This is an optimization exercise on Yosys and OpenROAD, whose aim is small area, a short achievable clock period and few clock cycles per item, not a production implementation.
Function was checked by simulation only, so behaviour that the tests miss may differ from the original.
No activity file was given, so power comes from the tool's default toggle rates.

===== flow/design.v =====
package matvec_dims_pkg;
    localparam int MAT_DIM   = 3;
    localparam int MAT_WORDS = MAT_DIM * MAT_DIM;
    localparam int JOB_WORDS = MAT_WORDS + MAT_DIM;    
    localparam int SAMPLE_W = 14;
    localparam int ACC_W    = 2 * SAMPLE_W;            
    typedef logic signed [SAMPLE_W-1:0] sample_t;
    typedef logic signed [ACC_W-1:0] acc_t;
    typedef logic [3:0] w_addr_t;                      
    typedef logic [1:0] x_addr_t;                      
    typedef logic [3:0] load_count_t;
endpackage
package matvec_ctrl_pkg;
    typedef enum logic [1:0] {
        LOAD    = 2'd0,
        ISSUE   = 2'd1,
        DRAIN   = 2'd2,
        PRESENT = 2'd3
    } seq_state_t;
    localparam int READ_LATENCY = 1;
endpackage
`timescale 1ns/1ps
module mac_unit (
    input  logic [13:0] a,        
    input  logic [6:0]  one,      
    input  logic [6:0]  two,      
    input  logic [6:0]  neg,      
    input  logic        v,        
    input  logic [27:0] acc_s,    
    input  logic [27:0] acc_c,
    output logic [27:0] s,        
    output logic [27:0] c
);
    logic pp0_0;
    logic pp0_1;
    logic pp0_2;
    logic pp0_3;
    logic pp0_4;
    logic pp0_5;
    logic pp0_6;
    logic pp0_7;
    logic pp0_8;
    logic pp0_9;
    logic pp0_10;
    logic pp0_11;
    logic pp0_12;
    logic pp0_13;
    logic pp0_14;
    logic pp1_0;
    logic pp1_1;
    logic pp1_2;
    logic pp1_3;
    logic pp1_4;
    logic pp1_5;
    logic pp1_6;
    logic pp1_7;
    logic pp1_8;
    logic pp1_9;
    logic pp1_10;
    logic pp1_11;
    logic pp1_12;
    logic pp1_13;
    logic pp1_14;
    logic pp2_0;
    logic pp2_1;
    logic pp2_2;
    logic pp2_3;
    logic pp2_4;
    logic pp2_5;
    logic pp2_6;
    logic pp2_7;
    logic pp2_8;
    logic pp2_9;
    logic pp2_10;
    logic pp2_11;
    logic pp2_12;
    logic pp2_13;
    logic pp2_14;
    logic pp3_0;
    logic pp3_1;
    logic pp3_2;
    logic pp3_3;
    logic pp3_4;
    logic pp3_5;
    logic pp3_6;
    logic pp3_7;
    logic pp3_8;
    logic pp3_9;
    logic pp3_10;
    logic pp3_11;
    logic pp3_12;
    logic pp3_13;
    logic pp3_14;
    logic pp4_0;
    logic pp4_1;
    logic pp4_2;
    logic pp4_3;
    logic pp4_4;
    logic pp4_5;
    logic pp4_6;
    logic pp4_7;
    logic pp4_8;
    logic pp4_9;
    logic pp4_10;
    logic pp4_11;
    logic pp4_12;
    logic pp4_13;
    logic pp4_14;
    logic pp5_0;
    logic pp5_1;
    logic pp5_2;
    logic pp5_3;
    logic pp5_4;
    logic pp5_5;
    logic pp5_6;
    logic pp5_7;
    logic pp5_8;
    logic pp5_9;
    logic pp5_10;
    logic pp5_11;
    logic pp5_12;
    logic pp5_13;
    logic pp5_14;
    logic pp6_0;
    logic pp6_1;
    logic pp6_2;
    logic pp6_3;
    logic pp6_4;
    logic pp6_5;
    logic pp6_6;
    logic pp6_7;
    logic pp6_8;
    logic pp6_9;
    logic pp6_10;
    logic pp6_11;
    logic pp6_12;
    logic pp6_13;
    logic pp6_14;
    logic hs0;
    logic hc0;
    logic hs1;
    logic hc1;
    logic hs2;
    logic hc2;
    logic hs3;
    logic hc3;
    logic hs4;
    logic hc4;
    logic fs5;
    logic fc5;
    logic hs6;
    logic hc6;
    logic fs7;
    logic fc7;
    logic hs8;
    logic hc8;
    logic fs9;
    logic fc9;
    logic fs10;
    logic fc10;
    logic hs11;
    logic hc11;
    logic fs12;
    logic fc12;
    logic fs13;
    logic fc13;
    logic hs14;
    logic hc14;
    logic fs15;
    logic fc15;
    logic fs16;
    logic fc16;
    logic fs17;
    logic fc17;
    logic fs18;
    logic fc18;
    logic fs19;
    logic fc19;
    logic fs20;
    logic fc20;
    logic fs21;
    logic fc21;
    logic fs22;
    logic fc22;
    logic fs23;
    logic fc23;
    logic fs24;
    logic fc24;
    logic fs25;
    logic fc25;
    logic fs26;
    logic fc26;
    logic fs27;
    logic fc27;
    logic fs28;
    logic fc28;
    logic hs29;
    logic hc29;
    logic fs30;
    logic fc30;
    logic fs31;
    logic fc31;
    logic fs32;
    logic fc32;
    logic hs33;
    logic hc33;
    logic fs34;
    logic fc34;
    logic hs35;
    logic hc35;
    logic hs36;
    logic hc36;
    logic hs37;
    logic hc37;
    logic fs38;
    logic fc38;
    logic hs39;
    logic hc39;
    logic fs40;
    logic fc40;
    logic hs41;
    logic hc41;
    logic fs42;
    logic fc42;
    logic fs43;
    logic fc43;
    logic fs44;
    logic fc44;
    logic fs45;
    logic fc45;
    logic fs46;
    logic fc46;
    logic fs47;
    logic fc47;
    logic fs48;
    logic fc48;
    logic fs49;
    logic fc49;
    logic fs50;
    logic fc50;
    logic fs51;
    logic fc51;
    logic fs52;
    logic fc52;
    logic fs53;
    logic fc53;
    logic fs54;
    logic fc54;
    logic fs55;
    logic fc55;
    logic fs56;
    logic fc56;
    logic fs57;
    logic fc57;
    logic fs58;
    logic fc58;
    logic fs59;
    logic fc59;
    logic fs60;
    logic fc60;
    logic fs61;
    logic fc61;
    logic fs62;
    logic fc62;
    logic fs63;
    logic fc63;
    logic fs64;
    logic fc64;
    logic fs65;
    logic fc65;
    logic fs66;
    logic fc66;
    logic fs67;
    logic fc67;
    logic fs68;
    logic fc68;
    logic fs69;
    logic fc69;
    logic fs70;
    logic fc70;
    logic fs71;
    logic fc71;
    logic fs72;
    logic fc72;
    logic fs73;
    logic fc73;
    logic fs74;
    logic fc74;
    logic hs75;
    logic hc75;
    logic fs76;
    logic fc76;
    logic hs77;
    logic hc77;
    logic hs78;
    logic hc78;
    logic hs79;
    logic hc79;
    logic fs80;
    logic fc80;
    logic fs81;
    logic fc81;
    logic fs82;
    logic fc82;
    logic fs83;
    logic fc83;
    logic fs84;
    logic fc84;
    logic fs85;
    logic fc85;
    logic fs86;
    logic fc86;
    logic fs87;
    logic fc87;
    logic fs88;
    logic fc88;
    logic fs89;
    logic fc89;
    logic fs90;
    logic fc90;
    logic fs91;
    logic fc91;
    logic fs92;
    logic fc92;
    logic fs93;
    logic fc93;
    logic fs94;
    logic fc94;
    logic fs95;
    logic fc95;
    logic fs96;
    logic fc96;
    logic fs97;
    logic fc97;
    logic fs98;
    logic fc98;
    logic fs99;
    logic fc99;
    logic fs100;
    logic fc100;
    logic fs101;
    logic fc101;
    logic fs102;
    logic fc102;
    logic fs103;
    logic fc103;
    logic hs104;
    logic hc104;
    logic hs105;
    logic hc105;
    logic fs106;
    logic fc106;
    logic fs107;
    logic fc107;
    logic fs108;
    logic fc108;
    logic fs109;
    logic fc109;
    logic fs110;
    logic fc110;
    logic fs111;
    logic fc111;
    logic fs112;
    logic fc112;
    logic fs113;
    logic fc113;
    logic fs114;
    logic fc114;
    logic fs115;
    logic fc115;
    logic fs116;
    logic fc116;
    logic fs117;
    logic fc117;
    logic fs118;
    logic fc118;
    logic fs119;
    logic fc119;
    logic fs120;
    logic fc120;
    logic fs121;
    logic fc121;
    logic fs122;
    logic fc122;
    logic fs123;
    logic fc123;
    logic fs124;
    logic fc124;
    logic fs125;
    logic fc125;
    logic fs126;
    logic fc126;
    logic fs127;
    logic fc127;
    logic fs128;
    logic fc128;
    logic fs129;
    logic fc129;
    logic fs130;
    logic fc130;
    logic fs131;
    logic fc131;
    logic fs132;
    logic fc132;
    assign pp0_0 = neg[0] ^ ((one[0] & a[0]) | (two[0] & 1'b0));
    assign pp0_1 = neg[0] ^ ((one[0] & a[1]) | (two[0] & a[0]));
    assign pp0_2 = neg[0] ^ ((one[0] & a[2]) | (two[0] & a[1]));
    assign pp0_3 = neg[0] ^ ((one[0] & a[3]) | (two[0] & a[2]));
    assign pp0_4 = neg[0] ^ ((one[0] & a[4]) | (two[0] & a[3]));
    assign pp0_5 = neg[0] ^ ((one[0] & a[5]) | (two[0] & a[4]));
    assign pp0_6 = neg[0] ^ ((one[0] & a[6]) | (two[0] & a[5]));
    assign pp0_7 = neg[0] ^ ((one[0] & a[7]) | (two[0] & a[6]));
    assign pp0_8 = neg[0] ^ ((one[0] & a[8]) | (two[0] & a[7]));
    assign pp0_9 = neg[0] ^ ((one[0] & a[9]) | (two[0] & a[8]));
    assign pp0_10 = neg[0] ^ ((one[0] & a[10]) | (two[0] & a[9]));
    assign pp0_11 = neg[0] ^ ((one[0] & a[11]) | (two[0] & a[10]));
    assign pp0_12 = neg[0] ^ ((one[0] & a[12]) | (two[0] & a[11]));
    assign pp0_13 = neg[0] ^ ((one[0] & a[13]) | (two[0] & a[12]));
    assign pp0_14 = v & ~(neg[0] ^ ((one[0] & a[13]) | (two[0] & a[13])));    
    assign pp1_0 = neg[1] ^ ((one[1] & a[0]) | (two[1] & 1'b0));
    assign pp1_1 = neg[1] ^ ((one[1] & a[1]) | (two[1] & a[0]));
    assign pp1_2 = neg[1] ^ ((one[1] & a[2]) | (two[1] & a[1]));
    assign pp1_3 = neg[1] ^ ((one[1] & a[3]) | (two[1] & a[2]));
    assign pp1_4 = neg[1] ^ ((one[1] & a[4]) | (two[1] & a[3]));
    assign pp1_5 = neg[1] ^ ((one[1] & a[5]) | (two[1] & a[4]));
    assign pp1_6 = neg[1] ^ ((one[1] & a[6]) | (two[1] & a[5]));
    assign pp1_7 = neg[1] ^ ((one[1] & a[7]) | (two[1] & a[6]));
    assign pp1_8 = neg[1] ^ ((one[1] & a[8]) | (two[1] & a[7]));
    assign pp1_9 = neg[1] ^ ((one[1] & a[9]) | (two[1] & a[8]));
    assign pp1_10 = neg[1] ^ ((one[1] & a[10]) | (two[1] & a[9]));
    assign pp1_11 = neg[1] ^ ((one[1] & a[11]) | (two[1] & a[10]));
    assign pp1_12 = neg[1] ^ ((one[1] & a[12]) | (two[1] & a[11]));
    assign pp1_13 = neg[1] ^ ((one[1] & a[13]) | (two[1] & a[12]));
    assign pp1_14 = v & ~(neg[1] ^ ((one[1] & a[13]) | (two[1] & a[13])));    
    assign pp2_0 = neg[2] ^ ((one[2] & a[0]) | (two[2] & 1'b0));
    assign pp2_1 = neg[2] ^ ((one[2] & a[1]) | (two[2] & a[0]));
    assign pp2_2 = neg[2] ^ ((one[2] & a[2]) | (two[2] & a[1]));
    assign pp2_3 = neg[2] ^ ((one[2] & a[3]) | (two[2] & a[2]));
    assign pp2_4 = neg[2] ^ ((one[2] & a[4]) | (two[2] & a[3]));
    assign pp2_5 = neg[2] ^ ((one[2] & a[5]) | (two[2] & a[4]));
    assign pp2_6 = neg[2] ^ ((one[2] & a[6]) | (two[2] & a[5]));
    assign pp2_7 = neg[2] ^ ((one[2] & a[7]) | (two[2] & a[6]));
    assign pp2_8 = neg[2] ^ ((one[2] & a[8]) | (two[2] & a[7]));
    assign pp2_9 = neg[2] ^ ((one[2] & a[9]) | (two[2] & a[8]));
    assign pp2_10 = neg[2] ^ ((one[2] & a[10]) | (two[2] & a[9]));
    assign pp2_11 = neg[2] ^ ((one[2] & a[11]) | (two[2] & a[10]));
    assign pp2_12 = neg[2] ^ ((one[2] & a[12]) | (two[2] & a[11]));
    assign pp2_13 = neg[2] ^ ((one[2] & a[13]) | (two[2] & a[12]));
    assign pp2_14 = v & ~(neg[2] ^ ((one[2] & a[13]) | (two[2] & a[13])));    
    assign pp3_0 = neg[3] ^ ((one[3] & a[0]) | (two[3] & 1'b0));
    assign pp3_1 = neg[3] ^ ((one[3] & a[1]) | (two[3] & a[0]));
    assign pp3_2 = neg[3] ^ ((one[3] & a[2]) | (two[3] & a[1]));
    assign pp3_3 = neg[3] ^ ((one[3] & a[3]) | (two[3] & a[2]));
    assign pp3_4 = neg[3] ^ ((one[3] & a[4]) | (two[3] & a[3]));
    assign pp3_5 = neg[3] ^ ((one[3] & a[5]) | (two[3] & a[4]));
    assign pp3_6 = neg[3] ^ ((one[3] & a[6]) | (two[3] & a[5]));
    assign pp3_7 = neg[3] ^ ((one[3] & a[7]) | (two[3] & a[6]));
    assign pp3_8 = neg[3] ^ ((one[3] & a[8]) | (two[3] & a[7]));
    assign pp3_9 = neg[3] ^ ((one[3] & a[9]) | (two[3] & a[8]));
    assign pp3_10 = neg[3] ^ ((one[3] & a[10]) | (two[3] & a[9]));
    assign pp3_11 = neg[3] ^ ((one[3] & a[11]) | (two[3] & a[10]));
    assign pp3_12 = neg[3] ^ ((one[3] & a[12]) | (two[3] & a[11]));
    assign pp3_13 = neg[3] ^ ((one[3] & a[13]) | (two[3] & a[12]));
    assign pp3_14 = v & ~(neg[3] ^ ((one[3] & a[13]) | (two[3] & a[13])));    
    assign pp4_0 = neg[4] ^ ((one[4] & a[0]) | (two[4] & 1'b0));
    assign pp4_1 = neg[4] ^ ((one[4] & a[1]) | (two[4] & a[0]));
    assign pp4_2 = neg[4] ^ ((one[4] & a[2]) | (two[4] & a[1]));
    assign pp4_3 = neg[4] ^ ((one[4] & a[3]) | (two[4] & a[2]));
    assign pp4_4 = neg[4] ^ ((one[4] & a[4]) | (two[4] & a[3]));
    assign pp4_5 = neg[4] ^ ((one[4] & a[5]) | (two[4] & a[4]));
    assign pp4_6 = neg[4] ^ ((one[4] & a[6]) | (two[4] & a[5]));
    assign pp4_7 = neg[4] ^ ((one[4] & a[7]) | (two[4] & a[6]));
    assign pp4_8 = neg[4] ^ ((one[4] & a[8]) | (two[4] & a[7]));
    assign pp4_9 = neg[4] ^ ((one[4] & a[9]) | (two[4] & a[8]));
    assign pp4_10 = neg[4] ^ ((one[4] & a[10]) | (two[4] & a[9]));
    assign pp4_11 = neg[4] ^ ((one[4] & a[11]) | (two[4] & a[10]));
    assign pp4_12 = neg[4] ^ ((one[4] & a[12]) | (two[4] & a[11]));
    assign pp4_13 = neg[4] ^ ((one[4] & a[13]) | (two[4] & a[12]));
    assign pp4_14 = v & ~(neg[4] ^ ((one[4] & a[13]) | (two[4] & a[13])));    
    assign pp5_0 = neg[5] ^ ((one[5] & a[0]) | (two[5] & 1'b0));
    assign pp5_1 = neg[5] ^ ((one[5] & a[1]) | (two[5] & a[0]));
    assign pp5_2 = neg[5] ^ ((one[5] & a[2]) | (two[5] & a[1]));
    assign pp5_3 = neg[5] ^ ((one[5] & a[3]) | (two[5] & a[2]));
    assign pp5_4 = neg[5] ^ ((one[5] & a[4]) | (two[5] & a[3]));
    assign pp5_5 = neg[5] ^ ((one[5] & a[5]) | (two[5] & a[4]));
    assign pp5_6 = neg[5] ^ ((one[5] & a[6]) | (two[5] & a[5]));
    assign pp5_7 = neg[5] ^ ((one[5] & a[7]) | (two[5] & a[6]));
    assign pp5_8 = neg[5] ^ ((one[5] & a[8]) | (two[5] & a[7]));
    assign pp5_9 = neg[5] ^ ((one[5] & a[9]) | (two[5] & a[8]));
    assign pp5_10 = neg[5] ^ ((one[5] & a[10]) | (two[5] & a[9]));
    assign pp5_11 = neg[5] ^ ((one[5] & a[11]) | (two[5] & a[10]));
    assign pp5_12 = neg[5] ^ ((one[5] & a[12]) | (two[5] & a[11]));
    assign pp5_13 = neg[5] ^ ((one[5] & a[13]) | (two[5] & a[12]));
    assign pp5_14 = v & ~(neg[5] ^ ((one[5] & a[13]) | (two[5] & a[13])));    
    assign pp6_0 = neg[6] ^ ((one[6] & a[0]) | (two[6] & 1'b0));
    assign pp6_1 = neg[6] ^ ((one[6] & a[1]) | (two[6] & a[0]));
    assign pp6_2 = neg[6] ^ ((one[6] & a[2]) | (two[6] & a[1]));
    assign pp6_3 = neg[6] ^ ((one[6] & a[3]) | (two[6] & a[2]));
    assign pp6_4 = neg[6] ^ ((one[6] & a[4]) | (two[6] & a[3]));
    assign pp6_5 = neg[6] ^ ((one[6] & a[5]) | (two[6] & a[4]));
    assign pp6_6 = neg[6] ^ ((one[6] & a[6]) | (two[6] & a[5]));
    assign pp6_7 = neg[6] ^ ((one[6] & a[7]) | (two[6] & a[6]));
    assign pp6_8 = neg[6] ^ ((one[6] & a[8]) | (two[6] & a[7]));
    assign pp6_9 = neg[6] ^ ((one[6] & a[9]) | (two[6] & a[8]));
    assign pp6_10 = neg[6] ^ ((one[6] & a[10]) | (two[6] & a[9]));
    assign pp6_11 = neg[6] ^ ((one[6] & a[11]) | (two[6] & a[10]));
    assign pp6_12 = neg[6] ^ ((one[6] & a[12]) | (two[6] & a[11]));
    assign pp6_13 = neg[6] ^ ((one[6] & a[13]) | (two[6] & a[12]));
    assign pp6_14 = v & ~(neg[6] ^ ((one[6] & a[13]) | (two[6] & a[13])));    
    assign hs0 = neg[6] ^ acc_c[12];
    assign hc0 = neg[6] & acc_c[12];
    assign hs1 = acc_c[13] ^ acc_s[13];
    assign hc1 = acc_c[13] & acc_s[13];
    assign hs2 = acc_c[14] ^ acc_s[14];
    assign hc2 = acc_c[14] & acc_s[14];
    assign hs3 = neg[3] ^ acc_c[6];
    assign hc3 = neg[3] & acc_c[6];
    assign hs4 = acc_c[7] ^ acc_s[7];
    assign hc4 = acc_c[7] & acc_s[7];
    assign fs5 = neg[4] ^ acc_c[8] ^ acc_s[8];
    assign fc5 = (neg[4] & acc_c[8]) | (neg[4] & acc_s[8]) | (acc_c[8] & acc_s[8]);
    assign hs6 = pp0_8 ^ pp1_6;
    assign hc6 = pp0_8 & pp1_6;
    assign fs7 = acc_c[9] ^ acc_s[9] ^ pp0_9;
    assign fc7 = (acc_c[9] & acc_s[9]) | (acc_c[9] & pp0_9) | (acc_s[9] & pp0_9);
    assign hs8 = pp1_7 ^ pp2_5;
    assign hc8 = pp1_7 & pp2_5;
    assign fs9 = neg[5] ^ acc_c[10] ^ acc_s[10];
    assign fc9 = (neg[5] & acc_c[10]) | (neg[5] & acc_s[10]) | (acc_c[10] & acc_s[10]);
    assign fs10 = pp0_10 ^ pp1_8 ^ pp2_6;
    assign fc10 = (pp0_10 & pp1_8) | (pp0_10 & pp2_6) | (pp1_8 & pp2_6);
    assign hs11 = pp3_4 ^ pp4_2;
    assign hc11 = pp3_4 & pp4_2;
    assign fs12 = acc_c[11] ^ acc_s[11] ^ pp0_11;
    assign fc12 = (acc_c[11] & acc_s[11]) | (acc_c[11] & pp0_11) | (acc_s[11] & pp0_11);
    assign fs13 = pp1_9 ^ pp2_7 ^ pp3_5;
    assign fc13 = (pp1_9 & pp2_7) | (pp1_9 & pp3_5) | (pp2_7 & pp3_5);
    assign hs14 = pp4_3 ^ pp5_1;
    assign hc14 = pp4_3 & pp5_1;
    assign fs15 = acc_s[12] ^ hs0 ^ pp0_12;
    assign fc15 = (acc_s[12] & hs0) | (acc_s[12] & pp0_12) | (hs0 & pp0_12);
    assign fs16 = pp1_10 ^ pp2_8 ^ pp3_6;
    assign fc16 = (pp1_10 & pp2_8) | (pp1_10 & pp3_6) | (pp2_8 & pp3_6);
    assign fs17 = pp4_4 ^ pp5_2 ^ pp6_0;
    assign fc17 = (pp4_4 & pp5_2) | (pp4_4 & pp6_0) | (pp5_2 & pp6_0);
    assign fs18 = hc0 ^ hs1 ^ pp0_13;
    assign fc18 = (hc0 & hs1) | (hc0 & pp0_13) | (hs1 & pp0_13);
    assign fs19 = pp1_11 ^ pp2_9 ^ pp3_7;
    assign fc19 = (pp1_11 & pp2_9) | (pp1_11 & pp3_7) | (pp2_9 & pp3_7);
    assign fs20 = pp4_5 ^ pp5_3 ^ pp6_1;
    assign fc20 = (pp4_5 & pp5_3) | (pp4_5 & pp6_1) | (pp5_3 & pp6_1);
    assign fs21 = hc1 ^ hs2 ^ pp0_14;
    assign fc21 = (hc1 & hs2) | (hc1 & pp0_14) | (hs2 & pp0_14);
    assign fs22 = pp1_12 ^ pp2_10 ^ pp3_8;
    assign fc22 = (pp1_12 & pp2_10) | (pp1_12 & pp3_8) | (pp2_10 & pp3_8);
    assign fs23 = pp4_6 ^ pp5_4 ^ pp6_2;
    assign fc23 = (pp4_6 & pp5_4) | (pp4_6 & pp6_2) | (pp5_4 & pp6_2);
    assign fs24 = acc_c[15] ^ acc_s[15] ^ hc2;
    assign fc24 = (acc_c[15] & acc_s[15]) | (acc_c[15] & hc2) | (acc_s[15] & hc2);
    assign fs25 = pp1_13 ^ pp2_11 ^ pp3_9;
    assign fc25 = (pp1_13 & pp2_11) | (pp1_13 & pp3_9) | (pp2_11 & pp3_9);
    assign fs26 = pp4_7 ^ pp5_5 ^ pp6_3;
    assign fc26 = (pp4_7 & pp5_5) | (pp4_7 & pp6_3) | (pp5_5 & pp6_3);
    assign fs27 = acc_c[16] ^ acc_s[16] ^ pp1_14;
    assign fc27 = (acc_c[16] & acc_s[16]) | (acc_c[16] & pp1_14) | (acc_s[16] & pp1_14);
    assign fs28 = pp2_12 ^ pp3_10 ^ pp4_8;
    assign fc28 = (pp2_12 & pp3_10) | (pp2_12 & pp4_8) | (pp3_10 & pp4_8);
    assign hs29 = pp5_6 ^ pp6_4;
    assign hc29 = pp5_6 & pp6_4;
    assign fs30 = acc_c[17] ^ acc_s[17] ^ pp2_13;
    assign fc30 = (acc_c[17] & acc_s[17]) | (acc_c[17] & pp2_13) | (acc_s[17] & pp2_13);
    assign fs31 = pp3_11 ^ pp4_9 ^ pp5_7;
    assign fc31 = (pp3_11 & pp4_9) | (pp3_11 & pp5_7) | (pp4_9 & pp5_7);
    assign fs32 = acc_c[18] ^ acc_s[18] ^ pp2_14;
    assign fc32 = (acc_c[18] & acc_s[18]) | (acc_c[18] & pp2_14) | (acc_s[18] & pp2_14);
    assign hs33 = pp3_12 ^ pp4_10;
    assign hc33 = pp3_12 & pp4_10;
    assign fs34 = acc_c[19] ^ acc_s[19] ^ pp3_13;
    assign fc34 = (acc_c[19] & acc_s[19]) | (acc_c[19] & pp3_13) | (acc_s[19] & pp3_13);
    assign hs35 = acc_c[20] ^ acc_s[20];
    assign hc35 = acc_c[20] & acc_s[20];
    assign hs36 = neg[1] ^ acc_c[2];
    assign hc36 = neg[1] & acc_c[2];
    assign hs37 = acc_c[3] ^ acc_s[3];
    assign hc37 = acc_c[3] & acc_s[3];
    assign fs38 = neg[2] ^ acc_c[4] ^ acc_s[4];
    assign fc38 = (neg[2] & acc_c[4]) | (neg[2] & acc_s[4]) | (acc_c[4] & acc_s[4]);
    assign hs39 = pp0_4 ^ pp1_2;
    assign hc39 = pp0_4 & pp1_2;
    assign fs40 = acc_c[5] ^ acc_s[5] ^ pp0_5;
    assign fc40 = (acc_c[5] & acc_s[5]) | (acc_c[5] & pp0_5) | (acc_s[5] & pp0_5);
    assign hs41 = pp1_3 ^ pp2_1;
    assign hc41 = pp1_3 & pp2_1;
    assign fs42 = acc_s[6] ^ hs3 ^ pp0_6;
    assign fc42 = (acc_s[6] & hs3) | (acc_s[6] & pp0_6) | (hs3 & pp0_6);
    assign fs43 = pp1_4 ^ pp2_2 ^ pp3_0;
    assign fc43 = (pp1_4 & pp2_2) | (pp1_4 & pp3_0) | (pp2_2 & pp3_0);
    assign fs44 = hc3 ^ hs4 ^ pp0_7;
    assign fc44 = (hc3 & hs4) | (hc3 & pp0_7) | (hs4 & pp0_7);
    assign fs45 = pp1_5 ^ pp2_3 ^ pp3_1;
    assign fc45 = (pp1_5 & pp2_3) | (pp1_5 & pp3_1) | (pp2_3 & pp3_1);
    assign fs46 = hc4 ^ pp2_4 ^ pp3_2;
    assign fc46 = (hc4 & pp2_4) | (hc4 & pp3_2) | (pp2_4 & pp3_2);
    assign fs47 = pp4_0 ^ fs5 ^ hs6;
    assign fc47 = (pp4_0 & fs5) | (pp4_0 & hs6) | (fs5 & hs6);
    assign fs48 = pp3_3 ^ pp4_1 ^ fc5;
    assign fc48 = (pp3_3 & pp4_1) | (pp3_3 & fc5) | (pp4_1 & fc5);
    assign fs49 = hc6 ^ hs8 ^ fs7;
    assign fc49 = (hc6 & hs8) | (hc6 & fs7) | (hs8 & fs7);
    assign fs50 = pp5_0 ^ fs9 ^ hc8;
    assign fc50 = (pp5_0 & fs9) | (pp5_0 & hc8) | (fs9 & hc8);
    assign fs51 = hs11 ^ fc7 ^ fs10;
    assign fc51 = (hs11 & fc7) | (hs11 & fs10) | (fc7 & fs10);
    assign fs52 = fc9 ^ hc11 ^ hs14;
    assign fc52 = (fc9 & hc11) | (fc9 & hs14) | (hc11 & hs14);
    assign fs53 = fc10 ^ fs12 ^ fs13;
    assign fc53 = (fc10 & fs12) | (fc10 & fs13) | (fs12 & fs13);
    assign fs54 = hc14 ^ fc12 ^ fc13;
    assign fc54 = (hc14 & fc12) | (hc14 & fc13) | (fc12 & fc13);
    assign fs55 = fs15 ^ fs16 ^ fs17;
    assign fc55 = (fs15 & fs16) | (fs15 & fs17) | (fs16 & fs17);
    assign fs56 = fc15 ^ fc16 ^ fc17;
    assign fc56 = (fc15 & fc16) | (fc15 & fc17) | (fc16 & fc17);
    assign fs57 = fs18 ^ fs19 ^ fs20;
    assign fc57 = (fs18 & fs19) | (fs18 & fs20) | (fs19 & fs20);
    assign fs58 = fc18 ^ fc19 ^ fc20;
    assign fc58 = (fc18 & fc19) | (fc18 & fc20) | (fc19 & fc20);
    assign fs59 = fs21 ^ fs22 ^ fs23;
    assign fc59 = (fs21 & fs22) | (fs21 & fs23) | (fs22 & fs23);
    assign fs60 = fc21 ^ fc22 ^ fc23;
    assign fc60 = (fc21 & fc22) | (fc21 & fc23) | (fc22 & fc23);
    assign fs61 = fs24 ^ fs25 ^ fs26;
    assign fc61 = (fs24 & fs25) | (fs24 & fs26) | (fs25 & fs26);
    assign fs62 = hs29 ^ fc24 ^ fc25;
    assign fc62 = (hs29 & fc24) | (hs29 & fc25) | (fc24 & fc25);
    assign fs63 = fc26 ^ fs27 ^ fs28;
    assign fc63 = (fc26 & fs27) | (fc26 & fs28) | (fs27 & fs28);
    assign fs64 = pp6_5 ^ hc29 ^ fc27;
    assign fc64 = (pp6_5 & hc29) | (pp6_5 & fc27) | (hc29 & fc27);
    assign fs65 = fc28 ^ fs30 ^ fs31;
    assign fc65 = (fc28 & fs30) | (fc28 & fs31) | (fs30 & fs31);
    assign fs66 = pp5_8 ^ pp6_6 ^ hs33;
    assign fc66 = (pp5_8 & pp6_6) | (pp5_8 & hs33) | (pp6_6 & hs33);
    assign fs67 = fc30 ^ fc31 ^ fs32;
    assign fc67 = (fc30 & fc31) | (fc30 & fs32) | (fc31 & fs32);
    assign fs68 = pp4_11 ^ pp5_9 ^ pp6_7;
    assign fc68 = (pp4_11 & pp5_9) | (pp4_11 & pp6_7) | (pp5_9 & pp6_7);
    assign fs69 = hc33 ^ fc32 ^ fs34;
    assign fc69 = (hc33 & fc32) | (hc33 & fs34) | (fc32 & fs34);
    assign fs70 = hs35 ^ pp3_14 ^ pp4_12;
    assign fc70 = (hs35 & pp3_14) | (hs35 & pp4_12) | (pp3_14 & pp4_12);
    assign fs71 = pp5_10 ^ pp6_8 ^ fc34;
    assign fc71 = (pp5_10 & pp6_8) | (pp5_10 & fc34) | (pp6_8 & fc34);
    assign fs72 = acc_c[21] ^ acc_s[21] ^ hc35;
    assign fc72 = (acc_c[21] & acc_s[21]) | (acc_c[21] & hc35) | (acc_s[21] & hc35);
    assign fs73 = pp4_13 ^ pp5_11 ^ pp6_9;
    assign fc73 = (pp4_13 & pp5_11) | (pp4_13 & pp6_9) | (pp5_11 & pp6_9);
    assign fs74 = acc_c[22] ^ acc_s[22] ^ pp4_14;
    assign fc74 = (acc_c[22] & acc_s[22]) | (acc_c[22] & pp4_14) | (acc_s[22] & pp4_14);
    assign hs75 = pp5_12 ^ pp6_10;
    assign hc75 = pp5_12 & pp6_10;
    assign fs76 = acc_c[23] ^ acc_s[23] ^ pp5_13;
    assign fc76 = (acc_c[23] & acc_s[23]) | (acc_c[23] & pp5_13) | (acc_s[23] & pp5_13);
    assign hs77 = acc_c[24] ^ acc_s[24];
    assign hc77 = acc_c[24] & acc_s[24];
    assign hs78 = neg[0] ^ acc_c[0];
    assign hc78 = neg[0] & acc_c[0];
    assign hs79 = acc_c[1] ^ acc_s[1];
    assign hc79 = acc_c[1] & acc_s[1];
    assign fs80 = acc_s[2] ^ hs36 ^ pp0_2;
    assign fc80 = (acc_s[2] & hs36) | (acc_s[2] & pp0_2) | (hs36 & pp0_2);
    assign fs81 = hc36 ^ hs37 ^ pp0_3;
    assign fc81 = (hc36 & hs37) | (hc36 & pp0_3) | (hs37 & pp0_3);
    assign fs82 = hc37 ^ pp2_0 ^ fs38;
    assign fc82 = (hc37 & pp2_0) | (hc37 & fs38) | (pp2_0 & fs38);
    assign fs83 = fc38 ^ hc39 ^ hs41;
    assign fc83 = (fc38 & hc39) | (fc38 & hs41) | (hc39 & hs41);
    assign fs84 = hc41 ^ fc40 ^ fs42;
    assign fc84 = (hc41 & fc40) | (hc41 & fs42) | (fc40 & fs42);
    assign fs85 = fc42 ^ fc43 ^ fs44;
    assign fc85 = (fc42 & fc43) | (fc42 & fs44) | (fc43 & fs44);
    assign fs86 = fc44 ^ fc45 ^ fs46;
    assign fc86 = (fc44 & fc45) | (fc44 & fs46) | (fc45 & fs46);
    assign fs87 = fc46 ^ fs48 ^ fc47;
    assign fc87 = (fc46 & fs48) | (fc46 & fc47) | (fs48 & fc47);
    assign fs88 = fc48 ^ fs50 ^ fc49;
    assign fc88 = (fc48 & fs50) | (fc48 & fc49) | (fs50 & fc49);
    assign fs89 = fc50 ^ fs52 ^ fc51;
    assign fc89 = (fc50 & fs52) | (fc50 & fc51) | (fs52 & fc51);
    assign fs90 = fc52 ^ fc53 ^ fs54;
    assign fc90 = (fc52 & fc53) | (fc52 & fs54) | (fc53 & fs54);
    assign fs91 = fc54 ^ fc55 ^ fs56;
    assign fc91 = (fc54 & fc55) | (fc54 & fs56) | (fc55 & fs56);
    assign fs92 = fc56 ^ fc57 ^ fs58;
    assign fc92 = (fc56 & fc57) | (fc56 & fs58) | (fc57 & fs58);
    assign fs93 = fc58 ^ fc59 ^ fs60;
    assign fc93 = (fc58 & fc59) | (fc58 & fs60) | (fc59 & fs60);
    assign fs94 = fc60 ^ fc61 ^ fs62;
    assign fc94 = (fc60 & fc61) | (fc60 & fs62) | (fc61 & fs62);
    assign fs95 = fc62 ^ fc63 ^ fs64;
    assign fc95 = (fc62 & fc63) | (fc62 & fs64) | (fc63 & fs64);
    assign fs96 = fs66 ^ fc64 ^ fc65;
    assign fc96 = (fs66 & fc64) | (fs66 & fc65) | (fc64 & fc65);
    assign fs97 = fs68 ^ fc66 ^ fc67;
    assign fc97 = (fs68 & fc66) | (fs68 & fc67) | (fc66 & fc67);
    assign fs98 = fc68 ^ fs70 ^ fc69;
    assign fc98 = (fc68 & fs70) | (fc68 & fc69) | (fs70 & fc69);
    assign fs99 = fc70 ^ fs72 ^ fs73;
    assign fc99 = (fc70 & fs72) | (fc70 & fs73) | (fs72 & fs73);
    assign fs100 = hs75 ^ fc72 ^ fc73;
    assign fc100 = (hs75 & fc72) | (hs75 & fc73) | (fc72 & fc73);
    assign fs101 = pp6_11 ^ hc75 ^ fc74;
    assign fc101 = (pp6_11 & hc75) | (pp6_11 & fc74) | (hc75 & fc74);
    assign fs102 = hs77 ^ pp5_14 ^ pp6_12;
    assign fc102 = (hs77 & pp5_14) | (hs77 & pp6_12) | (pp5_14 & pp6_12);
    assign fs103 = acc_c[25] ^ acc_s[25] ^ hc77;
    assign fc103 = (acc_c[25] & acc_s[25]) | (acc_c[25] & hc77) | (acc_s[25] & hc77);
    assign hs104 = acc_c[26] ^ acc_s[26];
    assign hc104 = acc_c[26] & acc_s[26];
    assign hs105 = acc_s[0] ^ hs78;
    assign hc105 = acc_s[0] & hs78;
    assign fs106 = hc78 ^ hs79 ^ pp0_1;
    assign fc106 = (hc78 & hs79) | (hc78 & pp0_1) | (hs79 & pp0_1);
    assign fs107 = hc79 ^ pp1_0 ^ fs80;
    assign fc107 = (hc79 & pp1_0) | (hc79 & fs80) | (pp1_0 & fs80);
    assign fs108 = pp1_1 ^ fc80 ^ fs81;
    assign fc108 = (pp1_1 & fc80) | (pp1_1 & fs81) | (fc80 & fs81);
    assign fs109 = hs39 ^ fc81 ^ fs82;
    assign fc109 = (hs39 & fc81) | (hs39 & fs82) | (fc81 & fs82);
    assign fs110 = fs40 ^ fc82 ^ fs83;
    assign fc110 = (fs40 & fc82) | (fs40 & fs83) | (fc82 & fs83);
    assign fs111 = fs43 ^ fc83 ^ fs84;
    assign fc111 = (fs43 & fc83) | (fs43 & fs84) | (fc83 & fs84);
    assign fs112 = fs45 ^ fc84 ^ fs85;
    assign fc112 = (fs45 & fc84) | (fs45 & fs85) | (fc84 & fs85);
    assign fs113 = fs47 ^ fc85 ^ fs86;
    assign fc113 = (fs47 & fc85) | (fs47 & fs86) | (fc85 & fs86);
    assign fs114 = fc86 ^ fs49 ^ fs87;
    assign fc114 = (fc86 & fs49) | (fc86 & fs87) | (fs49 & fs87);
    assign fs115 = fs51 ^ fc87 ^ fs88;
    assign fc115 = (fs51 & fc87) | (fs51 & fs88) | (fc87 & fs88);
    assign fs116 = fs53 ^ fc88 ^ fs89;
    assign fc116 = (fs53 & fc88) | (fs53 & fs89) | (fc88 & fs89);
    assign fs117 = fs55 ^ fc89 ^ fs90;
    assign fc117 = (fs55 & fc89) | (fs55 & fs90) | (fc89 & fs90);
    assign fs118 = fs57 ^ fc90 ^ fs91;
    assign fc118 = (fs57 & fc90) | (fs57 & fs91) | (fc90 & fs91);
    assign fs119 = fs59 ^ fc91 ^ fs92;
    assign fc119 = (fs59 & fc91) | (fs59 & fs92) | (fc91 & fs92);
    assign fs120 = fs61 ^ fc92 ^ fs93;
    assign fc120 = (fs61 & fc92) | (fs61 & fs93) | (fc92 & fs93);
    assign fs121 = fs63 ^ fc93 ^ fs94;
    assign fc121 = (fs63 & fc93) | (fs63 & fs94) | (fc93 & fs94);
    assign fs122 = fs65 ^ fc94 ^ fs95;
    assign fc122 = (fs65 & fc94) | (fs65 & fs95) | (fc94 & fs95);
    assign fs123 = fs67 ^ fc95 ^ fs96;
    assign fc123 = (fs67 & fc95) | (fs67 & fs96) | (fc95 & fs96);
    assign fs124 = fs69 ^ fc96 ^ fs97;
    assign fc124 = (fs69 & fc96) | (fs69 & fs97) | (fc96 & fs97);
    assign fs125 = fs71 ^ fc97 ^ fs98;
    assign fc125 = (fs71 & fc97) | (fs71 & fs98) | (fc97 & fs98);
    assign fs126 = fc71 ^ fs99 ^ fc98;
    assign fc126 = (fc71 & fs99) | (fc71 & fc98) | (fs99 & fc98);
    assign fs127 = fs74 ^ fc99 ^ fs100;
    assign fc127 = (fs74 & fc99) | (fs74 & fs100) | (fc99 & fs100);
    assign fs128 = fs76 ^ fc100 ^ fs101;
    assign fc128 = (fs76 & fc100) | (fs76 & fs101) | (fc100 & fs101);
    assign fs129 = fc76 ^ fs102 ^ fc101;
    assign fc129 = (fc76 & fs102) | (fc76 & fc101) | (fs102 & fc101);
    assign fs130 = pp6_13 ^ fc102 ^ fs103;
    assign fc130 = (pp6_13 & fc102) | (pp6_13 & fs103) | (fc102 & fs103);
    assign fs131 = hs104 ^ pp6_14 ^ fc103;
    assign fc131 = (hs104 & pp6_14) | (hs104 & fc103) | (pp6_14 & fc103);
    assign fs132 = acc_c[27] ^ acc_s[27] ^ hc104;
    assign fc132 = (acc_c[27] & acc_s[27]) | (acc_c[27] & hc104) | (acc_s[27] & hc104);
    assign s[0] = pp0_0;
    assign c[0] = hs105;
    assign s[1] = hc105;
    assign c[1] = fs106;
    assign s[2] = fc106;
    assign c[2] = fs107;
    assign s[3] = fc107;
    assign c[3] = fs108;
    assign s[4] = fc108;
    assign c[4] = fs109;
    assign s[5] = fc109;
    assign c[5] = fs110;
    assign s[6] = fc110;
    assign c[6] = fs111;
    assign s[7] = fc111;
    assign c[7] = fs112;
    assign s[8] = fc112;
    assign c[8] = fs113;
    assign s[9] = fc113;
    assign c[9] = fs114;
    assign s[10] = fc114;
    assign c[10] = fs115;
    assign s[11] = fc115;
    assign c[11] = fs116;
    assign s[12] = fc116;
    assign c[12] = fs117;
    assign s[13] = fc117;
    assign c[13] = fs118;
    assign s[14] = fc118;
    assign c[14] = fs119;
    assign s[15] = fc119;
    assign c[15] = fs120;
    assign s[16] = fc120;
    assign c[16] = fs121;
    assign s[17] = fc121;
    assign c[17] = fs122;
    assign s[18] = fc122;
    assign c[18] = fs123;
    assign s[19] = fc123;
    assign c[19] = fs124;
    assign s[20] = fc124;
    assign c[20] = fs125;
    assign s[21] = fc125;
    assign c[21] = fs126;
    assign s[22] = fs127;
    assign c[22] = fc126;
    assign s[23] = fc127;
    assign c[23] = fs128;
    assign s[24] = fc128;
    assign c[24] = fs129;
    assign s[25] = fs130;
    assign c[25] = fc129;
    assign s[26] = fc130;
    assign c[26] = fs131;
    assign s[27] = fs132;
    assign c[27] = fc131;
endmodule
`timescale 1ns/1ps
module matvec3 (
    input  logic                     clk,
    input  logic                     reset,
    input  logic                     input_valid,
    output logic                     input_ready,
    input  matvec_dims_pkg::sample_t input_data,
    output logic                     output_valid,
    input  logic                     output_ready,
    output matvec_dims_pkg::acc_t    output_data
);
    typedef matvec_dims_pkg::sample_t sample_t;
    typedef matvec_dims_pkg::acc_t    acc_t;
    logic [3:0]  ph;
    sample_t     ring [0:11];
    logic [3:0]  lp;             
    logic        ahead;          
    logic [1:0]  cr, ck;         
    logic [3:0]  cp;             
    logic        due;            
    logic [2:0]  xv;             
    logic        ready_q;
    logic [6:0]  one_q, two_q, neg_q;    
    logic        m_v, m_first, m_last;
    acc_t        acc_s, acc_c;   
    acc_t        sum_s, sum_c;
    logic        acc_done;       
    acc_t        out_q;
    logic        out_v;
    logic        in_fire;
    logic        issue;
    logic        transfer;
    assign input_ready  = ready_q;
    assign output_valid = out_v;
    assign output_data  = out_q;
    assign in_fire  = input_valid && ready_q;
    assign transfer = acc_done && !out_v;
    assign issue = due && xv[ck] && ((ck != 2'd0) || !out_v);
    logic [3:0] ph_n;
    logic [1:0] cr_i, ck_i;
    logic [3:0] cp_i;
    logic       last_p;          
    logic [3:0] lp_inc;
    logic       due_i, due_ni;
    logic       rdy_f_i, rdy_f_ni, rdy_nf_i, rdy_nf_ni;
    function automatic logic slot_free(input logic ahd, input logic [3:0] w, input logic [3:0] c);
        if (!ahd)
            slot_free = 1'b1;
        else if (w < 4'd9)
            slot_free = (c > w);
        else
            slot_free = (c > w - 4'd3);
    endfunction
    always_comb begin
        ph_n   = (ph == 4'd11) ? 4'd0 : ph + 4'd1;
        last_p = (cp == 4'd8);
        cp_i   = last_p ? 4'd0 : cp + 4'd1;
        ck_i   = (ck == 2'd2) ? 2'd0 : ck + 2'd1;
        cr_i   = (ck != 2'd2) ? cr : ((cr == 2'd2) ? 2'd0 : cr + 2'd1);
        due_i  = !last_p;
        due_ni = (ph == ((cp >= 4'd3) ? cp - 4'd3 : cp + 4'd9));
        lp_inc = (lp == 4'd11) ? 4'd0 : lp + 4'd1;
        rdy_f_i   = slot_free((lp == 4'd11) ? 1'b1 : (last_p ? 1'b0 : ahead), lp_inc, cp_i);
        rdy_f_ni  = slot_free((lp == 4'd11) ? 1'b1 : ahead, lp_inc, cp);
        rdy_nf_i  = (ph_n == lp) && slot_free(last_p ? 1'b0 : ahead, lp, cp_i);
        rdy_nf_ni = (ph_n == lp) && slot_free(ahead, lp, cp);
    end
    always_ff @(posedge clk) begin
        if (reset) begin
            ph       <= 4'd0;
            lp       <= '0;
            ahead    <= 1'b0;
            cr       <= '0;
            ck       <= '0;
            cp       <= '0;
            due      <= 1'b0;
            xv       <= '0;
            ready_q  <= 1'b1;
            m_v      <= 1'b0;
            acc_done <= 1'b0;
            out_v    <= 1'b0;
        end else begin
            ph <= ph_n;
            if (in_fire) begin
                lp <= lp_inc;
                ready_q <= issue ? rdy_f_i : rdy_f_ni;
            end else begin
                ready_q <= issue ? rdy_nf_i : rdy_nf_ni;
            end
            if (in_fire && lp == 4'd11)
                ahead <= 1'b1;
            else if (issue && last_p)
                ahead <= 1'b0;
            if (issue) begin
                cr <= cr_i;
                ck <= ck_i;
                cp <= cp_i;
            end
            due <= issue ? due_i : due_ni;
            for (int k = 0; k < 3; k++) begin
                if (in_fire && ph == 4'(9 + k))
                    xv[k] <= 1'b1;
                else if (issue && cr == 2'd2 && ck == 2'(k))
                    xv[k] <= 1'b0;
            end
            m_v <= issue;
            if (m_v && m_last)
                acc_done <= 1'b1;
            else if (transfer)
                acc_done <= 1'b0;
            if (transfer)
                out_v <= 1'b1;
            else if (output_ready)
                out_v <= 1'b0;
        end
    end
    sample_t    x_op;
    logic [6:0] x_lo;            
    always_comb begin
        case (cr)
            2'd0:    x_op = ring[0];
            2'd1:    x_op = ring[3];
            default: x_op = ring[6];
        endcase
    end
    assign x_lo = {x_op[11], x_op[9], x_op[7], x_op[5], x_op[3], x_op[1], 1'b0};
    always_ff @(posedge clk) begin
        ring[0] <= in_fire ? input_data : ring[11];
        for (int i = 1; i < 12; i++)
            ring[i] <= ring[i-1];
        for (int i = 0; i < 7; i++) begin
            one_q[i] <= issue && (x_op[2*i] ^ x_lo[i]);
            two_q[i] <= issue && ((x_op[2*i+1] && !x_op[2*i] && !x_lo[i]) ||
                                  (!x_op[2*i+1] && x_op[2*i] && x_lo[i]));
            neg_q[i] <= issue && x_op[2*i+1];
        end
        m_first <= issue && (ck == 2'd0);
        m_last  <= issue && (ck == 2'd2);
        acc_s <= sum_s;
        acc_c <= sum_c;
        if (transfer)
            out_q <= acc_s + acc_c;
    end
    mac_unit mac_unit_i (
        .a     (ring[10]),
        .one   (one_q),
        .two   (two_q),
        .neg   (neg_q),
        .v     (m_v),
        .acc_s (m_first ? acc_t'(28'h0004000) : acc_s),
        .acc_c (m_first ? acc_t'(0) : acc_c),
        .s     (sum_s),
        .c     (sum_c)
    );
endmodule

===== flow/flow/run.sh =====
#!/bin/bash
# The standard layout, with plain buffers (not delay cells) on the ports and
# timing repair aimed below the clock period.
set -euo pipefail
bash standard.sh BUFFER_PORTS_ARGS="-buffer_cell sky130_fd_sc_hd__buf_2" SETUP_SLACK_MARGIN=5.5 finish > flow_make.log 2>&1

===== flow/standard.sh =====
#!/bin/bash
# synth_recipe.tcl (not shown) runs the flow's synth.tcl, then flattens the netlist and writes it again
# the make line also repeats each setting of config.mk as NAME=value (left out here)
make -C /OpenROAD-flow-scripts/flow DESIGN_CONFIG=/design/flow/config.mk WORK_HOME=/design/flow/orfs CLKGATE_MAP_FILE= SYNTH_SCRIPT=/design/flow/synth_recipe.tcl "${@:-finish}"

===== flow/config.mk =====
export PLATFORM = sky130hd
export DESIGN_NAME = matvec3
export DESIGN_NICKNAME = matvec3
export VERILOG_FILES = /design/flow/design.v
export SDC_FILE = /design/flow/constraint.sdc
export NUM_CORES = 4
export LEC_CHECK = 0
export CAP_MARGIN = 20
export CORE_MARGIN = 2
export CORE_UTILIZATION = 40
export CTS_BUF_LIST = sky130_fd_sc_hd__clkbuf_8
export CTS_CLUSTER_DIAMETER = 50
export CTS_CLUSTER_SIZE = 16
export SETUP_SLACK_MARGIN = 5
export SLEW_MARGIN = 20

===== flow/constraint.sdc =====
create_clock -name core_clock -period 8.5 [get_ports {clk}]
set_input_delay 1.7000 -clock core_clock [delete_from_list [all_inputs] [get_ports {clk}]]
set_output_delay 1.7000 -clock core_clock [all_outputs]
set_load 0.01 [all_outputs]

==> flow_summary.toml, run 1 <==
[worst_setup_path]
arrival_ns = 3.39
critPathMaxFanout = 8
path_class = "reg2reg"
startpoint_type = "flop"
critPathCaptureType = "flop"
worstPathRequired_ns = 8.90

[global_routing]
grt_pass1_vias = 9788
gr-usage-met3_pct = 2.60
grtUsageTotal_pct = 16.4
use_met2_pct = 25.5
top_usage_layer = "met2"
grt_max_degree = 29
grt_util_met1_pct = 23.1
grt_pass1_wl_um = 50900
antenna_found_initial = 0
grt-ovfl-total = 0

[place]
io_buffers = 47
gp_congestion = 0.861
dpl_worst_slack_ns = 4.97
dpl.hpwl_um = 21600

[route]
num_vias = 9578
firstDrtPassIters = 5
ant_nets = 0
wl_per_cell_um = 16.1
drc = 0
drt-initial-drc-count = 603
wl_um = 30800
routed_via_density = 5.01

[clocking]
cts.path.max_buffers = 3
path_clk_slew_ns = 0.09
cts_root_buf = "clkbuf_8"
cts_max_level = 2
clock_insertion_delay_worst_skew_ns = 0.55
cts.sinks = 300
cts_buffers = 34
holdBufCountCts = 0
tritoncts = "yes"

[timing]
setup_viol = 0
relSlewSlack_pct = 31.0
final.period_utilization_pct = 35.2
rsz0062_at_grt = "true"
worst_pin_slew_ns = 1.03
hold_viol = 0
setup-tns-final_ns = 0
fmaxAchievable_mhz = 335
min_period_ns = 2.99
report.final.slew_viol_count = 0
timing.final.ws_setup_ns = 5.51
skew_ns = 0.0373

[synthesis]
synth_cells = 1373
synth_edf_count = 28
netlist_top_cells_area = "dfxtp_1 37%, fa_1 15%, ha_1 7.4%"
synth_top_area_share_pct = 36.5
ys_ff_latch = 300
synth-seq-area-share_pct = 42.2
yosys_warnings = 3
avgSynthCellArea_um2 = 10.9
synthArstFlopShare_pct = 0
ys_types = 57
yosysMostFrequentCell = "dfxtp_1"
synth_common_cells = "272 x dfxtp_1, 122 x inv_1, 111 x fa_1, 93 x a22oi_1, 92 x xnor2_1"
synth_area_leader_cell = "dfxtp_1"
syn_area_um2 = 14900
ys.flop_type = "dfxtp_1"
syn-num-nets = 1590

[run_status]
status = "timing/DRC/antenna clean"

[floorplanning]
ios = 48
num_rows = 70
die_w_um = 197
die_area_um2 = 38800
die_h_um = 197
start_util_pct = 40.6
coreArea_um2 = 36700

[power_and_ir_drop]
ir_drop_uv = 161
powerDensity_nw_per_um2 = 168
leakagePower_nw = 7.03

[layout]
multi_input_area_um2 = 8140
area_growth_pct = 13.1
post-route-util_pct = 46.0
fillers = 3390
register_area_um2 = 6430
drive_above_1_share_pct = 17.2
fin_nets = 1640
diodes = 0

[hold_path]
hold_class = "reg2reg"

[flow_run]
cap_violations = 0
timing repair:
action,4_1_cts,5_1_grt
gates cloned,2,0
gates resized for setup,77,52
endpoints found under the setup margin,29,21
pin swaps,3,10
buffers inserted,9,18
worst max-delay path, cell delays in order, from the launching register on:
cell and delay (ns):
dfxtp_4 0.39, buf_12 0.14, or2_4 0.25, ha_4 0.26, inv_2 0.03, fa_2 0.33
fa_2 0.54, fa_1 0.42, inv_1 0.08, fa_1 0.39
final timing paths:
check | startpoint | endpoint | slack (ns) | cells past startpoint
max | m_first | acc_c[15] | 5.51 | 9
min | ring[9][1] | ring[10][1] | 0.32 | 0
max reg2reg | m_first | acc_c[15] | 5.51 | 9
min reg2reg | ring[9][1] | ring[10][1] | 0.32 | 0
stage by stage:
step,std cells,area [µm²],hold slack [ns],total power [mW]
5_1_grt,1912,16900,0.327,2.96
6_report,1912,16900,0.317,2.83
3_3_place_gp,1826,15500,0.310,1.84
3_5_place_dp,1826,15500,0.312,1.85
4_1_cts,1894,16500,0.320,2.86
2_1_floorplan,1373,15000,0.310,1.78
layout make-up:
type	instances	area share [%]
clock buffers	37	3.02
well taps	468	3.47
clock inverters	20	1.14
flip-flops and latches	300	38.1
repair buffers	80	3.22
multi-input cells	884	48.3
inverters	123	2.77
placed cells by master (no fill, tap or decap), types with 4 or more instances in the layout:
cell	Yosys	final
a21o_1	9	9
a21oi_1	71	70
a22oi_1	93	84
a22oi_2	0	9
a31oi_1	7	6
and2_1	7	7
buf_2	7	47
buf_4	0	29
clkbuf_8	0	37
clkinv_2	0	4
dfxtp_1	272	231
dfxtp_2	0	5
dfxtp_4	0	36
edfxtp_1	28	28
fa_1	111	99
fa_2	0	12
ha_1	88	86
inv_1	122	124
inv_2	1	4
mux2_2	14	14
mux2i_1	15	15
nand2_1	53	50
nand2b_1	18	13
nand2b_4	0	5
nand3_1	8	8
nand3b_1	6	6
nand4_1	5	5
nor2_1	71	70
nor2b_1	54	50
nor3_1	11	11
o21a_1	7	7
o21ai_0	36	33
o21ai_1	3	4
o21ai_2	4	6
xnor2_1	92	92
xor2_1	55	53
sequential cells by signal, summed over array words and instances, names as in the netlist, 2 cells and up:
signal  count
ring      168
acc_c      28
acc_s      28
out_q      28
neg_q       7
one_q       7
two_q       7
cp          4
lp          4
ph          4
xv          3
ck          2
cr          2
logic make-up (layout without fill, tap and decap cells):
| family | after synthesis | count (layout) | synth area share, % |
|---|---|---|---|
| xor+xnor | 147 | 147 | 8.63 |
| compound gates | 258 | 258 | 11.5 |
| fa+ha+maj | 201 | 201 | 22.4 |
| mux | 29 | 29 | 2.06 |
| simple gates | 249 | 249 | 8.42 |
| buf+inv | 189 | 260 | 4.82 |
| flops | 300 | 300 | 42.2 |
power breakdown:
group	switching [mW]	internal [mW]	total, mW	leakage, nW
combinational	0.0958	0.0864	0.182	4.10
sequential	0.0967	1.56	1.65	2.55
clock	0.516	0.480	0.996	0.383
total	0.708	2.12	2.83	7.03
per-layer routing:
metal | part of all wire [%] | routed length [µm] | vias to the layer above
met1 | 48 | 14900 | 4597
met4 | 2.6 | 793 | 0
li1 | - | - | 4681
met5 | 0 | 0 | -
met2 | 45 | 13700 | 233
met3 | 4.5 | 1370 | 67
Testbench counts, summed over its fixed seeds: cycles 4,688, jobs 384.
==> inputs of run 2 (changes only) <==
==> flow/flow/run.sh (replaced) <==
#!/bin/bash
# The standard layout, with plain buffers (not delay cells) on the ports and
# timing repair aimed below the clock period.
set -euo pipefail
bash standard.sh BUFFER_PORTS_ARGS="-buffer_cell sky130_fd_sc_hd__buf_2" SETUP_SLACK_MARGIN=5.4 finish > flow_make.log 2>&1
--- a/flow/config.mk
+++ b/flow/config.mk
@@ -7,9 +7,10 @@
 export LEC_CHECK = 0
 export CAP_MARGIN = 20
 export CORE_MARGIN = 2
-export CORE_UTILIZATION = 40
+export CORE_UTILIZATION = 70
 export CTS_BUF_LIST = sky130_fd_sc_hd__clkbuf_8
 export CTS_CLUSTER_DIAMETER = 50
 export CTS_CLUSTER_SIZE = 16
+export PLACE_DENSITY = 0.8
 export SETUP_SLACK_MARGIN = 5
 export SLEW_MARGIN = 20
==> run 2 against run 1 <==
- largest cell class unchanged
- final cell count decreased by 12%
- worst hold slack improved by 0.0066 ns
- critical endpoint unchanged
- largest power group unchanged
- register-to-register slack got worse by 0.05 ns
==> flow_summary.toml, run 2 <==
[run_status]
status = "timing/DRC/antenna clean"

[global_routing]
grt_max_degree = 34
grt_pass1_vias = 9556
grt_pass1_wl_um = 47700
grt-ovfl-total = 0
grtUsageTotal_pct = 26.5
antenna_found_initial = 0

[synthesis]
yosys_warnings = 3
ys_types = 57
syn-num-nets = 1590
yosys.area_share.simple_pct = 8.42
yosys-mux-area-fraction_pct = 2.06
syn_area_um2 = 14900
ys_ff_latch = 300
synthXorXnorAreaFrac_pct = 8.63
synth_compound_area_share_pct = 11.5
synthArstFlopShare_pct = 0
synthAdderAreaFrac_pct = 22.4
synth_common_cells = "272 x dfxtp_1, 122 x inv_1, 111 x fa_1, 93 x a22oi_1, 92 x xnor2_1"
ys.flop_type = "dfxtp_1"
synth_top_area_share_pct = 36.5
synth_top_family_by_area = "adder cells"
yosysMostFrequentCell = "dfxtp_1"
netlist_top_cells_area = "dfxtp_1 37%, fa_1 15%, ha_1 7.4%"
synth_edf_count = 28
synth_cells = 1373
avgSynthCellArea_um2 = 10.9
synth_area_leader_cell = "dfxtp_1"
synth-seq-area-share_pct = 42.2

[layout]
fillers = 1430
layout_commonest_cell = "dfxtp_1"
fin_nets = 1613
area_growth_pct = 7.71
diodes = 0
post-route-util_pct = 76.6
layout_common_cells = "233 x dfxtp_1, 119 x inv_1, 105 x fa_1"
register_area_um2 = 6380
multi_input_area_um2 = 7970
postLayoutCellArea_um2 = 16100
drive_above_1_share_pct = 13.3
regMostFlops = "ring"
largest_register_ffs = 168

[worst_setup_path]
r2r_slack_ns = 5.46
path_class = "reg2reg"
reg2reg_depth = 9
startpoint_type = "flop"
cp_slowest_cell = "fa_2"
path_cells = "buf_12, or2_2, ha_4, inv_2, fa_2, fa_2, fa_1, inv_1, fa_1"
arrival_ns = 3.51
critPathMaxFanout = 14
max_stage_delay_ns = 0.54
worstPathRequired_ns = 8.97
critPathCaptureType = "flop"

[place]
io_buffers = 47
postPlaceCellArea_um2 = 15300
dpl.hpwl_um = 20700
dpl_worst_slack_ns = 5.02
gp_congestion = 0.941

[timing]
final.period_utilization_pct = 35.8
setup_viol = 0
timing.final.ws_setup_ns = 5.46
rsz0062_at_grt = "false"
min_period_ns = 3.04
setup-tns-final_ns = 0
whs_ns = 0.324
hold_viol = 0
skew_ns = 0.0299
report.final.slew_viol_count = 0
relSlewSlack_pct = 30.4
worst_pin_slew_ns = 1.04
fmaxAchievable_mhz = 329

[route]
drc = 0
num_vias = 9496
firstDrtPassIters = 6
drt-initial-drc-count = 503
wl_um = 28700
ant_nets = 0
routed_via_density = 5.65
wl_per_cell_um = 17.1

[floorplanning]
coreArea_um2 = 21000
die_w_um = 150
die_area_um2 = 22500
num_rows = 53
die_h_um = 150
ios = 48
start_util_pct = 71.2

[hold_path]
hold_class = "reg2reg"
min_delay_path_depth = 0

[clocking]
cts.sinks = 300
cts_max_level = 1
cts_root_buf = "clkbuf_8"
path_clk_slew_ns = 0.09
cts_buffers = 26
clock_insertion_delay_worst_skew_ns = 0.58
cts.path.max_buffers = 3
tritoncts = "yes"

[power_and_ir_drop]
leakagePower_nw = 6.79
ir_drop_uv = 187
powerDensity_nw_per_um2 = 165

[flow_run]
cap_violations = 0
-- run 2: changes by cell type in the layout (fill, tap and decap cells not counted), moves of 6 or more --
cell	delta
a22oi_2	-9
dfxtp_2	+16
fa_1	+6
buf_4	-18
dfxtp_4	-18
fa_2	-6
a22oi_1	+9
clkbuf_8	-9
-- run 2: what timing repair did --
item / 4_1_cts / 5_1_grt
buffers inserted: 1 / 7
setup endpoints to repair: 19 / 18
cloned: 1 / 1
pin swaps: 0 / 3
resized for setup: 38 / 38
hold buffers: 0 / 0
-- run 2: area by class of cell --
class                      instances  area share, %
multi-input combinational        884           49.6
inverter                         123           2.90
sequential                       300           39.7
clock inverter                    10          0.732
clock buffer                      28           2.40
tap                              275           2.14
timing repair buffer              61           2.46
-- run 2: where the power goes --
part | internal [mW] | switching, mW | total (mW)
combinational | 0.0798 | 0.0919 | 0.172
clock | 0.347 | 0.475 | 0.822
sequential | 1.56 | 0.0961 | 1.65
total | 1.99 | 0.663 | 2.65
-- run 2: metal layers --
| metal | share of wire (%) | up-vias | global-route usage (%) | wire, µm |
|---|---|---|---|---|
| li1 | - | 4614 | - | - |
| met1 | 46 | 4571 | 38.0 | 13200 |
| met2 | 47 | 272 | 42.6 | 13400 |
| met3 | 5.7 | 39 | 4.18 | 1650 |
| met4 | 1.8 | 0 | 6.46 | 505 |
| met5 | 0 | - | 0 | 0 |
-- run 2: final timing paths --
check / from / endpoint
min: ring[7][4] / ring[8][4]
max reg2reg: m_first / acc_c[15]
min reg2reg: ring[7][4] / ring[8][4]
max: m_first / acc_c[15]
-- run 2: kinds of logic after synthesis --
kind of cell	Yosys count
multiplexers	29
XOR/XNOR	147
flip-flops	300
adder cells (fa/ha/maj)	201
buffers and inverters	189
AO/OA/AOI/OAI	258
AND/OR/NAND/NOR	249
-- run 2: per-stage QoR --
step | total power, mW | cells
floorplan | 1.78 | 1373
global placement | 1.83 | 1633
detailed placement | 1.85 | 1633
CTS | 2.66 | 1673
global route | 2.76 | 1681
finish | 2.65 | 1681
-- run 2: worst max-delay path: cells and delay by family, from the launching register on --
kind / cells / cell delay [ns]
DFF: 1 / 0.37
buffers and inverters: 3 / 0.27
adders and majority gates: 5 / 1.99
and+or+nand+nor: 1 / 0.32
==> inputs of run 3 (changes only) <==
--- a/flow/config.mk
+++ b/flow/config.mk
@@ -7,10 +7,9 @@
 export LEC_CHECK = 0
 export CAP_MARGIN = 20
 export CORE_MARGIN = 2
-export CORE_UTILIZATION = 70
+export CORE_UTILIZATION = 55
 export CTS_BUF_LIST = sky130_fd_sc_hd__clkbuf_8
 export CTS_CLUSTER_DIAMETER = 50
 export CTS_CLUSTER_SIZE = 16
-export PLACE_DENSITY = 0.8
 export SETUP_SLACK_MARGIN = 5
 export SLEW_MARGIN = 20
==> run 3 against run 2 <==
- cell area increased by 0.97%
- first-iteration DRC count rose by 15%
- count of clock-buffer cells in the layout up 1
- global-route usage shrank 5.5 points
- critical path depth shrank 8
- largest cell class unchanged
- sequential cell count unchanged
- worst hold slack is essentially flat
- critical endpoint is now output_valid
==> flow_summary.toml, run 3 <==
[run_status]
status = "timing/DRC/antenna clean"

[clocking]
path_clk_slew_ns = 0.09
cts_root_buf = "clkbuf_8"
cts.path.max_buffers = 3
clock_insertion_delay_worst_skew_ns = 0.61
cts_buffers = 29
tritoncts = "yes"
holdBufCountCts = 0
cts.sinks = 300
cts_max_level = 1

[power_and_ir_drop]
ir_drop_uv = 142
leakagePower_nw = 6.83
p_comb_share_pct = 6.2
p_sw_share_pct = 26.0
powerDensity_nw_per_um2 = 168
internal-power_mw = 2.02
seq_power_share_pct = 60.7
net-switching-power_mw = 0.709
power.share.clock_pct = 33.1

[worst_setup_path]
path_class = "reg2out"
r2r_start = "m_first"
crit_path_start = "out_v"
cp_slowest_cell = "dfxtp_1"
max_stage_delay_ns = 0.54
crit_family = "flip-flops"
path_cells = "buf_2"
r2r_slack_ns = 5.49
critPathCaptureType = "primary output"
critPathMaxFanout = 6
worstPathRequired_ns = 6.80
worst-path-buf-inv = 1
arrival_ns = 1.34
startpoint_type = "flop"

[hold_path]
hold_class = "reg2reg"
min-delay-start = "ring[8][3]"

[floorplanning]
num_rows = 60
start_util_pct = 55.6
coreArea_um2 = 26800
ios = 48
die_h_um = 169
die_w_um = 169
die_area_um2 = 28400

[timing]
report.final.slew_viol_count = 0
skew_ns = 0.0228
final.period_utilization_pct = 35.7
fmaxAchievable_mhz = 329
setup_viol = 0
hold_viol = 0
relSlewSlack_pct = 33.2
rsz0062_at_grt = "false"
worst_pin_slew_ns = 1.00
min_period_ns = 3.04
setup-tns-final_ns = 0

[synthesis]
yosys_warnings = 3
netlist_top_cells_area = "dfxtp_1 37%, fa_1 15%, ha_1 7.4%"
synthXorXnorAreaFrac_pct = 8.63
synth_edf_count = 28
synth_area_leader_cell = "dfxtp_1"
yosys.area_share.simple_pct = 8.42
synth_top_family_by_area = "adder cells"
ys.flop_type = "dfxtp_1"
syn_area_um2 = 14900
yosys-mux-area-fraction_pct = 2.06
synthArstFlopShare_pct = 0
ys_ff_latch = 300
avgSynthCellArea_um2 = 10.9
yosysMostFrequentCell = "dfxtp_1"
synth_top_area_share_pct = 36.5
syn-num-nets = 1590
synth_cells = 1373
ys_types = 57
synth-seq-area-share_pct = 42.2
synthAdderAreaFrac_pct = 22.4
synth_compound_area_share_pct = 11.5
synth_common_cells = "272 x dfxtp_1, 122 x inv_1, 111 x fa_1, 93 x a22oi_1, 92 x xnor2_1"

[route]
wl_per_cell_um = 16.6
routed_via_density = 5.32
ant_nets = 0
drc = 0
firstDrtPassIters = 6
drt-initial-drc-count = 579
wl_um = 29100
num_vias = 9331

[global_routing]
grtUsageTotal_pct = 20.9
grt_pass1_wl_um = 47900
grt-ovfl-total = 0
grt_util_met1_pct = 31.5
grt_max_degree = 37
antenna_found_initial = 0
top_usage_layer = "met2"
use_met2_pct = 32.4
gr-usage-met3_pct = 2.64
grt_pass1_vias = 9129

[layout]
area_growth_pct = 8.76
regMostFlops = "ring"
post-route-util_pct = 60.5
diodes = 0
layout_common_cells = "233 x dfxtp_1, 121 x inv_1, 106 x fa_1"
fillers = 2286
layout_commonest_cell = "dfxtp_1"
drive_above_1_share_pct = 13.4
fin_nets = 1616
largest_register_ffs = 168
multi_input_area_um2 = 7980
register_area_um2 = 6370

[place]
dpl.hpwl_um = 21300
io_buffers = 47
gp_congestion = 0.870

[flow_run]
cap_violations = 0
-- run 3: cell counts after synthesis --
No cell type changed its count.
-- run 3: cells by family after synthesis --
family | count (synthesis)
xor gates and xnor gates | 147
AOI/OAI and AO/OA | 258
adders and majority gates | 201
DFF | 300
and+or+nand+nor | 249
buffers and inverters | 189
muxes | 29
-- run 3: repair_timing --
action / CTS / global route
setup buffers: 0 / 8
gates cloned: 1 / 1
gates resized for setup: 38 / 33
endpoints found under the hold margin: 0 / 0
pin swaps: 0 / 1
endpoints found under the setup margin: 22 / 18
-- run 3: final timing paths --
| path | to | cells after the start |
|---|---|---|
| worst min-delay path | ring[9][3] | 0 |
| worst min register to register | ring[9][3] | 0 |
| worst max register to register | acc_c[15] | 9 |
| worst max-delay path | output_valid | 1 |
-- run 3: area by class of cell --
type | instances | area share [%]
timing repair buffer | 61 | 2.44
sequential | 300 | 39.3
inverter | 123 | 2.87
clock buffer | 29 | 2.46
tap | 341 | 2.63
multi-input combinational | 884 | 49.2
clock inverter | 16 | 1.12
-- run 3: through the flow --
stage	hold slack (ns)	instance area (µm²)	total power [mW]	std cells	setup slack, ns
after detailed placement	0.312	15400	1.85	1699	5.05
after global routing	0.335	16200	2.85	1754	5.39
after floorplan	0.310	14900	1.78	1373	5.40
final	0.324	16200	2.73	1754	5.46
after CTS	0.328	16000	2.76	1745	5.40
after global placement	0.310	15400	1.84	1699	5.07
-- run 3: layer usage --
layer	vias up	part of all wire (%)
li1	4619	-
met1	4457	50
met2	223	44
met3	32	4.5
met4	0	1.6
met5	-	0
-- run 3: power groups by stage --
stage          clock network [mW]  registers [mW]  logic [mW]
3_5_place_dp                    0            1.69       0.164
4_1_cts                     0.936            1.66       0.165
3_3_place_gp                    0            1.68       0.161
5_1_grt                     0.985            1.67       0.195
2_1_floorplan                   0            1.63       0.153
6_report                    0.902            1.65       0.170

==> port drivers added, routing unchanged <==
How much do the figures lean on ideal ports? The routed layouts below were timed once more, with nothing changed but the port constraints.
Step 1 sets driving cells, clkbuf_16 on the clock port and buf_2 on the other inputs (assumed; they add their load-dependent delay and slew).
Step 2, shift: input delay + t, output delay - t, t = (earliest + latest rising clock arrival at the registers) / 2. This alone moves slack from input paths to output paths.
Slacks: no drivers / after step 1 / after step 2; pairs: no drivers / after step 1.
run	t, ns	slack for setup (ns)	clock arrival spread, ns	worst register clock-pin slew, ns	worst slew at a driven data input, ns
run 1	0.587	5.511 / 5.511 / 5.401	0.041 / 0.041	0.09 / 0.09	0.03
run 2	0.611	5.457 / 5.457 / 4.992	0.032 / 0.032	0.09 / 0.09	0.04
run 3	0.637	5.465 / 5.423 / 5.114	0.023 / 0.023	0.09 / 0.09	0.04
After both steps setup and hold are still met in every run listed. The setup slack of run 2, which loses most, moves by 0.000 ns with the drivers and by -0.465 ns with both steps.
